Context: an optimization exercise on an open-source flow, tuned for small area, a short achievable clock period and few clock cycles per item. The choices shown serve that exercise and are no tape-out recipe.
RTL that was checked went through simulation tests only; none was proved equivalent to the original.

## rms_sound_level_meter
module rms_sound_level_meter #(
   parameter int MAX_BLOCK = 1024
) (
   input  logic                 clock,
   input  logic                 reset,
   input  logic                 req_valid,
   output logic                 req_stall,
   input  logic signed [31:0]   audio_word,
   input  logic                 block_end,
   output logic                 rsp_valid,
   input  logic                 rsp_stall,
   output logic signed [15:0]   level_db,
   output logic                 report_out,
   output logic                 silent,
   input  logic                 csr_we,
   input  logic [1:0]           csr_index,
   input  logic [14:0]          csr_wdata
);
Size in the first run: about 4400 cells after synthesis, roughly 480 flip-flops, roughly 45000 sq um of cells after synthesis.
Settings: LEC_CHECK=0, CAP_MARGIN=20, CORE_MARGIN=2, CORE_UTILIZATION=40, CTS_CLUSTER_DIAMETER=100, CTS_CLUSTER_SIZE=25, SLEW_MARGIN=20; clock period 13.0 ns.
standard.sh (not shown) runs the stock make flow with config.mk's settings and CLKGATE_MAP_FILE= SYNTH_SCRIPT=/design/flow/synth_recipe.tcl, a recipe that flattens the netlist after the stock synthesis.
==> flow/flow/run.sh <==
#!/bin/bash
# The standard layout (standard.sh: ORFS synthesis with the standard flow's script,
# then floorplan to finish) with these changes to how it is optimized:
#  - Yosys's synth skips its early ABC pass (SYNTH_ARGS=-noabc), so the
#    full adders written in the RTL are extracted as they are, without
#    inverters between them; registers are the same as in the standard
#    synthesis;
#  - ORFS's repair_timing keeps a larger setup margin (flow/margin.txt), so
#    it sizes and buffers the critical paths;
#  - the port buffers are a plain buffer cell instead of the delay cell the
#    resizer picks by default.
# All output goes to make_finish.log here; ORFS's own logs are in orfs/logs.
set -euo pipefail
MARGIN=$(cat flow/margin.txt)
bash standard.sh SYNTH_ARGS=-noabc SETUP_SLACK_MARGIN=$MARGIN \
  "BUFFER_PORTS_ARGS=-buffer_cell sky130_fd_sc_hd__buf_4" finish > make_finish.log 2>&1
==> flow/flow/margin.txt <==
9.0
Testbench counts at the start, summed over its fixed seeds: cycles 19,485, samples 19,106.
==> next run, changes <==
--- a/flow/design.v
+++ b/flow/design.v
@@ -17,17 +17,15 @@
    input  logic                 csr_we,
    input  logic [1:0]           csr_index,
    input  logic [14:0]          csr_wdata
 );
    localparam logic [14:0] THRESHOLD_RESET = 15'd256;
    localparam logic [14:0] OFFSET_RESET    = 15'd30720;
    localparam logic [41:0] KDB             = 42'd197283;     
-   localparam logic [41:0] KDB2            = 42'd394566;      
    localparam logic [41:0] KDB_NEG         = -42'd197283;
-   localparam logic [41:0] KDB2_NEG        = -42'd394566;
    localparam logic [5:0]  B_START         = 6'd39;   
    localparam logic [5:0]  B_LAST_E        = 6'd34;   
    localparam logic [5:0]  B_LOAD_N        = 6'd35;   
    localparam logic [5:0]  B_LAST_STEP     = 6'd2;    
    logic        st_q;
    logic [10:0] cnt_in_q;
    logic [22:0] x_q;
@@ -1444,21 +1442,19 @@
    logic [29:0] m_next;
    always_comb begin
       usum   = u1_q + u2_q + {45'd0, uc_q};
       q      = usum[45:14];               
       fbit   = q[31];
       m_next = fbit ? q[30:1] : q[29:0];
    end
-   logic        opk_q, op2k_q;           
-   logic        cm1_q, cm2_q;            
+   logic        op_add_q, op_sub_q;      
    logic [41:0] h_base, h_op;
    always_comb begin
-      h_base = h_first_q ? (cm2_q ? KDB2_NEG : (cm1_q ? KDB_NEG : 42'd0))
-                         : (h_dbl_q ? {p_q[40:0], 1'b0} : p_q);
-      h_op   = op2k_q ? KDB2 : (opk_q ? KDB : 42'd0);
+      h_base = h_first_q ? 42'd0 : (h_dbl_q ? {p_q[40:0], 1'b0} : p_q);
+      h_op   = op_add_q ? KDB : (op_sub_q ? KDB_NEG : 42'd0);
    end
    logic [18:0]        lv;
    logic signed [15:0] level_new;
    logic               f1_fire;
    assign f1_fire = (b_q == 6'd1) & ~rsp_valid_q;
    always_comb begin
       lv = {p_q[41], p_q[41:24]} + {4'd0, ofs_q} + {18'd0, p_q[23]};
@@ -1487,50 +1483,29 @@
          b_next = b_q - 6'd1;
       else if (f1_fire)
          b_next = 6'd0;
       else
          b_next = b_q;
       cap_next = pend_next & (b_next == 6'd0);
    end
-   logic h_e_next, h_s_next, h_n_next, ls5_next, ln5_next, first_next;
-   logic [1:0] edig;
-   logic opk_next, op2k_next;
+   logic h_e_next, h_s_next, h_n_next, ls5_next, ln5_next;
    always_comb begin
       h_e_next = (b_next >= B_LAST_E);
       h_s_next = (b_next < B_LAST_E) & (b_next >= B_LAST_STEP) & b_next[0];
       h_n_next = (b_next < B_LAST_E) & (b_next >= B_LAST_STEP) & ~b_next[0];
       if (capture) begin
          ls5_next = lzs[5];
          ln5_next = 1'b0;
       end else if (h_e_q) begin
          ls5_next = ls_q[4];
          ln5_next = ln_q[4];
       end else begin
          ls5_next = ls_q[5];
          ln5_next = ln_q[5];
       end
-      first_next = (b_next == B_START);
-      edig       = {1'b0, ln5_next} + {1'b0, ~ls5_next};
-      opk_next   = 1'b0;
-      op2k_next  = 1'b0;
-      if (first_next) begin
-         opk_next  = 1'b0;                        
-      end else if (h_e_next) begin
-         opk_next  = (edig == 2'd1);
-         op2k_next = (edig == 2'd2);
-      end else if (h_s_next) begin
-         opk_next  = fbit;
-      end else if (h_n_next) begin
-         if (b_next == B_LAST_STEP) begin
-            opk_next  = fbit;
-            op2k_next = ~fbit;
-         end else begin
-            opk_next  = ~fbit;
-         end
-      end
    end
    logic in_end, int_p, int_one, int_two, le_soon, st_a, st_b, st_d;
    always_comb begin
       int_p   = pend_q & ~capture;
       int_two = (e_s_q & e_t_q) | (e_s_q & int_p) | (e_t_q & int_p);
       int_one = e_s_q | e_t_q | int_p;
       le_soon = ~capture & (b_q <= 6'd3) & ~rsp_valid_q;
@@ -1563,22 +1538,20 @@
       p_q <= h_base + h_op;       
       if (f1_fire) begin
          level_q  <= level_new;
          silent_q <= sil_c_q;
       end
       if (f1_q)
          report_q <= report;
-      h_first_q <= first_next;
+      h_first_q <= (b_next == B_START);
       h_e_q     <= h_e_next;
       h_s_q     <= h_s_next;
       h_n_q     <= h_n_next;
-      opk_q     <= opk_next;
-      op2k_q    <= op2k_next;
-      cm1_q     <= first_next & (edig == 2'd1);
-      cm2_q     <= first_next & (edig == 2'd0);
+      op_add_q  <= h_e_next ? (ln5_next & ~ls5_next) : (h_s_next & fbit);
+      op_sub_q  <= h_e_next ? (ls5_next & ~ln5_next) : (h_n_next & fbit);
       h_dbl_q   <= (b_next >= B_LAST_E) | ((b_next >= B_LAST_STEP) & b_next[0]);
       ld_f_q    <= (b_next == B_START);
       ld_n_q    <= (b_next == B_LOAD_N);
       ld_r_q    <= (b_next < B_LOAD_N);
       r1_q      <= reset;
       zero_q    <= reset | r1_q | cap_next;
       if (reset) begin
Outcome:
- maximum frequency goes down by a few percent
- non-clock buffer count increases by 35
- routed wire length goes up slightly
- synthesized area climbs slightly
- cell count increases by a few percent
- setup slack got worse by 0.30 ns
- global-route usage grows by 0.33 points
- die area increases slightly
- clock skew rises by 0.013 ns
- sequential share of layout area shrinks by 0.75 points
- design area goes up by a few percent
Only the layout flow was run in the second run of this note; the RTL was not checked for function there.

-- separate check: timing with driven ports --
No port has a modelled driver above. Below, the same layouts with a new extraction and two added sets of constraints. Step 1 sets driving cells, clkbuf_16 on the clock port and buf_2 on the other inputs (assumed; they add their load-dependent delay and slew). Step 2, shift: input delay + t, output delay - t, t = (earliest + latest rising clock arrival at the registers) / 2. This alone moves slack from input paths to output paths. Slacks: no drivers / after step 1 / after step 2; pairs: no drivers / after step 1.
run | t (ns) | setup WS [ns] | hold WS [ns] | worst setup path at the end | cell pins on the clock port's net
the first run | 0.686 | 9.034 / 8.998 / 8.677 | 0.446 / 0.446 / 0.446 | input to register | 1
the second run | 0.724 | 8.736 / 8.736 / 8.635 | 0.444 / 0.444 / 0.444 | input to register | 1
After both steps setup and hold are still met in every run listed. For the first run, which loses most, drivers alone change the setup slack by -0.036 ns; drivers and shift together by -0.357 ns.
